Context: an optimization exercise on an open-source flow, tuned for small area, a short achievable clock period and few clock cycles per item. The choices shown serve that exercise and are no tape-out recipe.
The RTL was checked by simulation tests, not by an equivalence proof against the original design.

==> run a: inputs <==
==> flow/design.v <==
module chacha_block_engine #(
  parameter int ROUNDS       = 20,
  parameter int QR_PER_CYCLE = 4
) (
  input  logic         clk,
  input  logic         rst,
  input  logic         in_valid,
  output logic         in_ready,
  input  logic [255:0] key,
  input  logic [95:0]  nonce,
  input  logic [31:0]  counter,
  input  logic         next,
  output logic         ctr_wrap,
  output logic [511:0] ks,
  output logic         out_valid,
  input  logic         out_ready
);
  localparam int RC_W = $clog2(ROUNDS);
  localparam logic [RC_W-1:0] RC_LAST = ROUNDS - 1;
  localparam logic [127:0] SIGMA = {32'h6b206574, 32'h79622d32, 32'h3320646e, 32'h61707865};
  function automatic logic [31:0] rotl(input logic [31:0] v, input int sh);
    rotl = (v << sh) | (v >> (32 - sh));
  endfunction
  function automatic logic [31:0] add32(input logic [31:0] a, input logic [31:0] b);
    logic [31:0] g, p, gg, pp, g2, p2;
    g = a & b; p = a ^ b; gg = g; pp = p;
    for (int l = 0; l < 5; l++) begin
      g2 = gg; p2 = pp;
      for (int i = 0; i < 32; i++) begin
        if ((i >> l) & 1) begin
          g2[i] = gg[i] | (pp[i] & gg[((i >> l) << l) - 1]);
          p2[i] = pp[i] & pp[((i >> l) << l) - 1];
        end
      end
      gg = g2; pp = p2;
    end
    add32 = p ^ {gg[30:0], 1'b0};
  endfunction
  function automatic logic [31:0] add32_small(input logic [31:0] a, input logic [31:0] b);
    logic [31:0] g, p;
    logic [7:0]  bg, bp;
    logic [8:0]  bc;
    logic        c;
    g = a & b; p = a ^ b;
    for (int k = 0; k < 8; k++) begin
      bg[k] = g[4*k+3] | (p[4*k+3] & (g[4*k+2] | (p[4*k+2] & (g[4*k+1] | (p[4*k+1] & g[4*k])))));
      bp[k] = &p[4*k +: 4];
    end
    bc[0] = 1'b0;
    for (int k = 0; k < 8; k++) bc[k+1] = bg[k] | (bp[k] & bc[k]);
    for (int k = 0; k < 8; k++) begin
      c = bc[k];
      for (int i = 0; i < 4; i++) begin
        add32_small[4*k+i] = p[4*k+i] ^ c;
        c = g[4*k+i] | (p[4*k+i] & c);
      end
    end
  endfunction
  function automatic logic [127:0] quarter_round(input logic [31:0] a_b_i, b_i, c_i, d_i);
    logic [31:0] a, b, c, d;
    a = a_b_i;            d = rotl(d_i ^ a, 16);
    c = add32(c_i, d);    b = rotl(b_i ^ c, 12);
    a = add32(a, b);      d = rotl(d ^ a, 8);
    c = add32(c, d);      b = rotl(b ^ c, 7);
    quarter_round = {d, c, b, a};
  endfunction
  logic [511:0]    work_q, work_d, init_s, round_in;
  logic [31:0]     ctr_inc;
  logic [255:0]    key_q;
  logic [95:0]     nonce_q;
  logic [31:0]     ctr_q;
  logic [RC_W-1:0] rc_q;
  logic            ld_q, run_q, done_q, primed_q, wrap_q;
  logic            start, start_next;
  always_comb begin
    logic [511:0] qo;
    logic [127:0] qr_out;
    logic [31:0]  ab_run, ab_init;
    for (int k = 0; k < 4; k++) begin
      ab_run  = add32(work_q[32*k +: 32], work_q[32*(4+k) +: 32]);
      ab_init = add32_small(SIGMA[32*k +: 32], key_q[32*k +: 32]);
      qr_out = quarter_round(run_q ? ab_run : ab_init, round_in[32*(4+k) +: 32],
                             round_in[32*(8+k) +: 32], round_in[32*(12+k) +: 32]);
      for (int r = 0; r < 4; r++) qo[32*(4*r+k) +: 32] = qr_out[32*r +: 32];
    end
    for (int r = 0; r < 4; r++)
      for (int j = 0; j < 4; j++)
        work_d[32*(4*r+j) +: 32] = qo[32*(4*r+((r-j+4)%4)) +: 32];
  end
  assign start      = in_ready && (in_valid || (next && primed_q));
  assign start_next = start && !in_valid;
  assign ctr_wrap   = wrap_q;
  assign init_s    = {nonce_q, ctr_q, key_q, SIGMA};
  assign ctr_inc   = ctr_q + 32'd1;
  assign round_in  = run_q ? work_q : {nonce_q, ld_q ? ctr_q : ctr_inc, key_q, SIGMA};
  assign in_ready  = !ld_q && !run_q && (!done_q || out_ready);
  assign out_valid = done_q;
  always_ff @(posedge clk or posedge rst) begin
    if (rst) begin
      ld_q     <= 1'b0;
      run_q    <= 1'b0;
      done_q   <= 1'b0;
      primed_q <= 1'b0;
      wrap_q   <= 1'b0;
      rc_q     <= '0;
    end else begin
      ld_q <= start && in_valid;
      if (start) begin
        run_q    <= !in_valid;
        done_q   <= 1'b0;
        primed_q <= 1'b1;
        wrap_q   <= in_valid ? 1'b0 : (wrap_q | (ctr_q == 32'hFFFF_FFFF));
        rc_q     <= RC_W'(1);
      end else if (ld_q) begin
        run_q <= 1'b1;
      end else if (run_q) begin
        rc_q <= rc_q + 1'b1;
        if (rc_q == RC_LAST) begin
          run_q  <= 1'b0;
          done_q <= 1'b1;
        end
      end else if (out_ready) begin
        done_q <= 1'b0;
      end
    end
  end
  always_ff @(posedge clk) begin
    if (start) begin
      if (in_valid) begin
        key_q   <= key;
        nonce_q <= nonce;
        ctr_q   <= counter;
      end else begin
        ctr_q   <= ctr_inc;
      end
    end
    if (start_next || ld_q || run_q) work_q <= work_d;
  end
  always_comb begin
    for (int i = 0; i < 16; i++) ks[32*i +: 32] = add32_small(work_q[32*i +: 32], init_s[32*i +: 32]);
  end
endmodule
==> flow/flow/run.sh <==
#!/bin/bash
export BUFFER_PORTS_ARGS="-buffer_cell sky130_fd_sc_hd__buf_1"
bash standard.sh > standard.log 2>&1
==> flow/standard.sh <==
#!/bin/bash
# synth_recipe.tcl (not shown) runs the flow's synth.tcl, then flattens the netlist and writes it again
# the make line also repeats each setting of config.mk as NAME=value (left out here)
make -C /OpenROAD-flow-scripts/flow DESIGN_CONFIG=/design/flow/config.mk WORK_HOME=/design/flow/orfs CLKGATE_MAP_FILE= SYNTH_SCRIPT=/design/flow/synth_recipe.tcl "${@:-finish}"
==> flow/config.mk <==
export PLATFORM = sky130hd
export DESIGN_NAME = chacha_block_engine
export DESIGN_NICKNAME = chacha_block_engine
export VERILOG_FILES = /design/flow/design.v
export SDC_FILE = /design/flow/constraint.sdc
export NUM_CORES = 4
export LEC_CHECK = 0
export ABC_AREA = 1
export CAP_MARGIN = 40
export CORE_MARGIN = 2
export CORE_UTILIZATION = 40
export GPL_ROUTABILITY_DRIVEN = 1
export PLACE_DENSITY = 0.55
export SETUP_SLACK_MARGIN = 4.5
export SLEW_MARGIN = 40
==> flow/constraint.sdc <==
create_clock -name core_clock -period 13.5 [get_ports {clk}]
set_input_delay 2.7000 -clock core_clock [delete_from_list [all_inputs] [get_ports {clk}]]
set_output_delay 2.7000 -clock core_clock [all_outputs]
set_load 0.01 [all_outputs]
==> run b: changes against run a <==
--- a/flow/design.v
+++ b/flow/design.v
@@ -58,5 +58,5 @@
   endfunction
-  function automatic logic [127:0] quarter_round(input logic [31:0] a_b_i, b_i, c_i, d_i);
+  function automatic logic [127:0] quarter_round(input logic [31:0] a_i, b_i, c_i, d_i);
     logic [31:0] a, b, c, d;
-    a = a_b_i;            d = rotl(d_i ^ a, 16);
+    a = add32(a_i, b_i);  d = rotl(d_i ^ a, 16);
     c = add32(c_i, d);    b = rotl(b_i ^ c, 12);
@@ -77,7 +77,4 @@
     logic [127:0] qr_out;
-    logic [31:0]  ab_run, ab_init;
     for (int k = 0; k < 4; k++) begin
-      ab_run  = add32(work_q[32*k +: 32], work_q[32*(4+k) +: 32]);
-      ab_init = add32_small(SIGMA[32*k +: 32], key_q[32*k +: 32]);
-      qr_out = quarter_round(run_q ? ab_run : ab_init, round_in[32*(4+k) +: 32],
+      qr_out = quarter_round(round_in[32*k +: 32], round_in[32*(4+k) +: 32],
                              round_in[32*(8+k) +: 32], round_in[32*(12+k) +: 32]);
==> flow/run.sh (new file) <==
#!/bin/bash
# synth_recipe.tcl (not shown) runs the flow's synth.tcl, then flattens the netlist and writes it again
# the make line also repeats each setting of config.mk as NAME=value (left out here)
make -C /OpenROAD-flow-scripts/flow DESIGN_CONFIG=/design/flow/config.mk WORK_HOME=/design/flow/orfs CLKGATE_MAP_FILE= SYNTH_SCRIPT=/design/flow/synth_recipe.tcl finish
--- a/flow/config.mk
+++ b/flow/config.mk
@@ -7,9 +7,8 @@
 export LEC_CHECK = 0
-export ABC_AREA = 1
 export CAP_MARGIN = 40
 export CORE_MARGIN = 2
-export CORE_UTILIZATION = 40
+export CORE_UTILIZATION = 25
 export GPL_ROUTABILITY_DRIVEN = 1
-export PLACE_DENSITY = 0.55
-export SETUP_SLACK_MARGIN = 4.5
+export PLACE_DENSITY = 0.4
+export SETUP_SLACK_MARGIN = 0.4
 export SLEW_MARGIN = 40
removed: flow/flow/run.sh
removed: flow/standard.sh
==> notes.md <==
- Of run a and run b, run a has the higher critical path depth (gap 9).
- Between run a and run b, the lower final area is in run b (gap 5.0%, measured against run b).
- In run b the synthesized area is lower than in run a, by 11%.
- In sequential cell count, run a and run b do not differ.
- In run b the utilization is lower than in run a, by 17 points.
- Of run b and run a, run a has the higher cell count (gap about 8%, measured against run a).
- Against run b, the clock skew of run a is lower by 0.018 ns.
- Against run b, the clock-buffer cell count of run a is lower by 33.
Testbench counts of run a, summed over its fixed seeds: cycles 10,280, items 512.
Testbench counts of run b, summed over its fixed seeds: cycles 10,280, items 512.

re-timing with driven ports:
Ports are ideal in the flow. The routed layouts listed here were re-timed in OpenROAD. Step 1 (the two cells are an assumption about what drives the block):
set clk [get_ports {clk}]
set_driving_cell -lib_cell sky130_fd_sc_hd__clkbuf_16 $clk
set_driving_cell -lib_cell sky130_fd_sc_hd__buf_2 [delete_from_list [all_inputs] $clk]
Step 2 adds t to the input delays and takes it off the output delays; t is the mean of the earliest and latest rising clock arrival at the registers after step 1. Input paths then give back, and output paths get back, about the clock's delay inside the block. Three values: no drivers, after step 1, after step 2; two values: the first two.
run | shift t [ns] | setup slack, ns | clock arrival spread, ns | worst register clock-pin slew, ns
run a | 0.879 | 4.177 / 4.177 / 4.177 | 0.040 / 0.041 | 0.07 / 0.07
run b | 0.929 | 0.944 / 0.944 / 0.944 | 0.059 / 0.059 | 0.07 / 0.07
After both steps setup and hold are still met in every run listed.
